From an optimization exercise on the open Yosys and OpenROAD flow, aimed at small area; shortcuts taken in it are not production practice.

==> run a: inputs <==
// tnr_blend_top
module tnr_blend_top (
    input  logic        clk,
    input  logic        reset,
    input  logic        in_valid,
    input  logic [11:0] cur,
    input  logic [11:0] prev,
    input  logic [8:0]  blend_th0,
    input  logic [8:0]  blend_th1,
    output logic        out_valid,
    output logic [11:0] out_pixel
);
    logic [11:0] f_base;
    logic [9:0]  f_tm;
    logic [8:0]  f_r;
    logic [8:0]  f_dv;
    tnr_front i_front (
        .cur       (cur),
        .prev      (prev),
        .blend_th0 (blend_th0),
        .blend_th1 (blend_th1),
        .base      (f_base),
        .tm        (f_tm),
        .r         (f_r),
        .dv        (f_dv)
    );
    logic [8:0] r1;
    logic       qb1;
    tnr_step_small i_step1 (.r(f_r), .dv(f_dv), .rn(r1), .q(qb1));
    logic        c1_v;
    logic [11:0] c1_base;
    logic [9:0]  c1_tm;
    logic [8:0]  c1_r;
    logic [8:0]  c1_dv;
    logic [0:0]  c1_q;
    always_ff @(posedge clk) begin
        if (reset) c1_v <= 1'b0;
        else       c1_v <= in_valid;
    end
    always_ff @(posedge clk) begin
        c1_base <= f_base;
        c1_tm   <= f_tm;
        c1_r    <= r1;
        c1_dv   <= f_dv;
        c1_q    <= {qb1};
    end
    logic [8:0] r2;
    logic       qb2;
    tnr_step_small i_step2 (.r(c1_r), .dv(c1_dv), .rn(r2), .q(qb2));
    logic [8:0] r3;
    logic       qb3;
    tnr_step_small i_step3 (.r(r2), .dv(c1_dv), .rn(r3), .q(qb3));
    logic [8:0] r4;
    logic       qb4;
    tnr_step_small i_step4 (.r(r3), .dv(c1_dv), .rn(r4), .q(qb4));
    logic        c4_v;
    logic [11:0] c4_base;
    logic [9:0]  c4_tm;
    logic [8:0]  c4_r;
    logic [8:0]  c4_dv;
    logic [3:0]  c4_q;
    always_ff @(posedge clk) begin
        if (reset) c4_v <= 1'b0;
        else       c4_v <= c1_v;
    end
    always_ff @(posedge clk) begin
        c4_base <= c1_base;
        c4_tm   <= c1_tm;
        c4_r    <= r4;
        c4_dv   <= c1_dv;
        c4_q    <= {c1_q[0], qb2, qb3, qb4};
    end
    logic [8:0] r5;
    logic       qb5;
    tnr_step i_step5 (.r(c4_r), .dv(c4_dv), .rn(r5), .q(qb5));
    logic [8:0] r6;
    logic       qb6;
    tnr_step i_step6 (.r(r5), .dv(c4_dv), .rn(r6), .q(qb6));
    logic [8:0] r7;
    logic       qb7;
    tnr_step i_step7 (.r(r6), .dv(c4_dv), .rn(r7), .q(qb7));
    logic [8:0] r8;
    logic       qb8;
    tnr_step i_step8 (.r(r7), .dv(c4_dv), .rn(r8), .q(qb8));
  ...
Settings: LEC_CHECK=0, CAP_MARGIN=20, CORE_MARGIN=2, CORE_UTILIZATION=60, CTS_BUF_LIST=sky130_fd_sc_hd__clkbuf_8, GPL_TIMING_DRIVEN=0, SLEW_MARGIN=20, SYNTH_HIERARCHICAL=1; clock period 5.0 ns.
standard.sh (not shown) runs the stock make flow with config.mk's settings and CLKGATE_MAP_FILE= SYNTH_SCRIPT=/design/flow/synth_recipe.tcl, a recipe that flattens the netlist after the stock synthesis.
==> flow/flow/run.sh <==
#!/bin/bash
# The standard layout (standard.sh, all steps) with one change: the
# buffer placed on every input and output port is the smallest buffer,
# sky130_fd_sc_hd__buf_1, instead of the default clkdlybuf4s50_1.
# All tool output goes to standard.log in this folder; ORFS keeps its own
# per-step logs under orfs/logs/.
export BUFFER_PORTS_ARGS="-buffer_cell sky130_fd_sc_hd__buf_1"
bash standard.sh > standard.log 2>&1
status=$?
tail -n 30 standard.log
exit $status
==> inputs of run b, as changes to run a <==
==> flow/run.sh (new file) <==
#!/bin/bash
# synth_recipe.tcl (not shown) runs the flow's synth.tcl, then flattens the netlist and writes it again
# the make line also repeats each setting of config.mk as NAME=value (left out here)
make -C /OpenROAD-flow-scripts/flow DESIGN_CONFIG=/design/flow/config.mk WORK_HOME=/design/flow/orfs CLKGATE_MAP_FILE= SYNTH_SCRIPT=/design/flow/synth_recipe.tcl finish
removed: flow/flow/run.sh
removed: flow/standard.sh
==> impl_table.tex <==
\begin{tabular}{lr}
\hline
Metric & Value \\
\hline
\multicolumn{2}{l}{\textbf{Finish}} \\
Proportion of layout cells with a drive suffix above 1 & 15.2\% \\
Final cell area excluding filler cells & 13,100 sq um \\
Nets & 1,548 \\
Flip-flop and latch area & 2650 sq um \\
\multicolumn{2}{l}{\textbf{Route}} \\
Routed length on met2 & 10,800 microns \\
Total number of vias & 8,555 \\
\multicolumn{2}{l}{\textbf{Critical path}} \\
CP max stage delay & 0.39 ns \\
\multicolumn{2}{l}{\textbf{Outcome}} \\
Run status & no timing/DRC/antenna violations \\
\multicolumn{2}{l}{\textbf{Timing}} \\
Fin crit share & 97.5\% \\
\multicolumn{2}{l}{\textbf{Global route}} \\
Global-route wire length before repair & 37,400 microns \\
\multicolumn{2}{l}{\textbf{Placement}} \\
Detail Placement HPWL & 17,800 microns \\
Post-placement worst setup slack & -0.921 ns \\
\hline
\end{tabular}
the above is filed under run b

==> impl_table.tex <==
\begin{tabular}{lr}
\hline
Metric & Value \\
\hline
\multicolumn{2}{l}{\textbf{Placement}} \\
Post-placement worst setup slack & -0.628 ns \\
\multicolumn{2}{l}{\textbf{Global route}} \\
Total routing usage reported by global routing & 23.0\% \\
Global-route wire length before repair & 37,600 microns \\
\multicolumn{2}{l}{\textbf{Route}} \\
Routed length on met2 & 10,300 microns \\
Met1 WL & 10,700 microns \\
\multicolumn{2}{l}{\textbf{Finish}} \\
Flip-flop and latch area & 2650 sq um \\
Final cell area excluding filler cells & 12,800 sq um \\
Proportion of layout cells with a drive suffix above 1 & 15.9\% \\
\multicolumn{2}{l}{\textbf{Timing}} \\
Fin crit share & 96.6\% \\
\multicolumn{2}{l}{\textbf{Critical path}} \\
CP max stage delay & 0.38 ns \\
\multicolumn{2}{l}{\textbf{Outcome}} \\
Run status & no timing/DRC/antenna violations \\
\multicolumn{2}{l}{\textbf{Yosys}} \\
Cell count after synthesis & 1,242 \\
\hline
\end{tabular}
the above is filed under run a

No run of this note included a check of the RTL's function; only the layout flow was run.

## port drivers added, routing unchanged
Ports are ideal in the flow. The routed layouts listed here were re-timed in OpenROAD. Step 1 (the two cells are an assumption about what drives the block):
set clk [get_ports {clk}]
set_driving_cell -lib_cell sky130_fd_sc_hd__clkbuf_16 $clk
set_driving_cell -lib_cell sky130_fd_sc_hd__buf_2 [delete_from_list [all_inputs] $clk]
Step 2 moves the port delays by t, midway between the first and last clock arrival at a register: inputs arrive t later, outputs are due t later. That takes back most of the time a late clock gives input paths. Slacks: ideal ports / drivers / drivers and shift; pairs: ideal ports / drivers.
| run | t (ns) | setup slack, ns | worst setup path after step 2 | latest minus earliest clock arrival (ns) | cell pins on the clock port's net |
|---|---|---|---|---|---|
| run a | 0.473 | 0.170 / 0.170 / -0.203 | input to register | 0.017 / 0.017 | 1 |
| run b | 0.462 | 0.126 / 0.126 / -0.206 | input to register | 0.014 / 0.015 | 1 |
With both steps, setup timing fails in run a and run b, where it was met with ideal ports. The setup slack of run a, which loses most, moves by 0.000 ns with the drivers and by -0.373 ns with both steps.
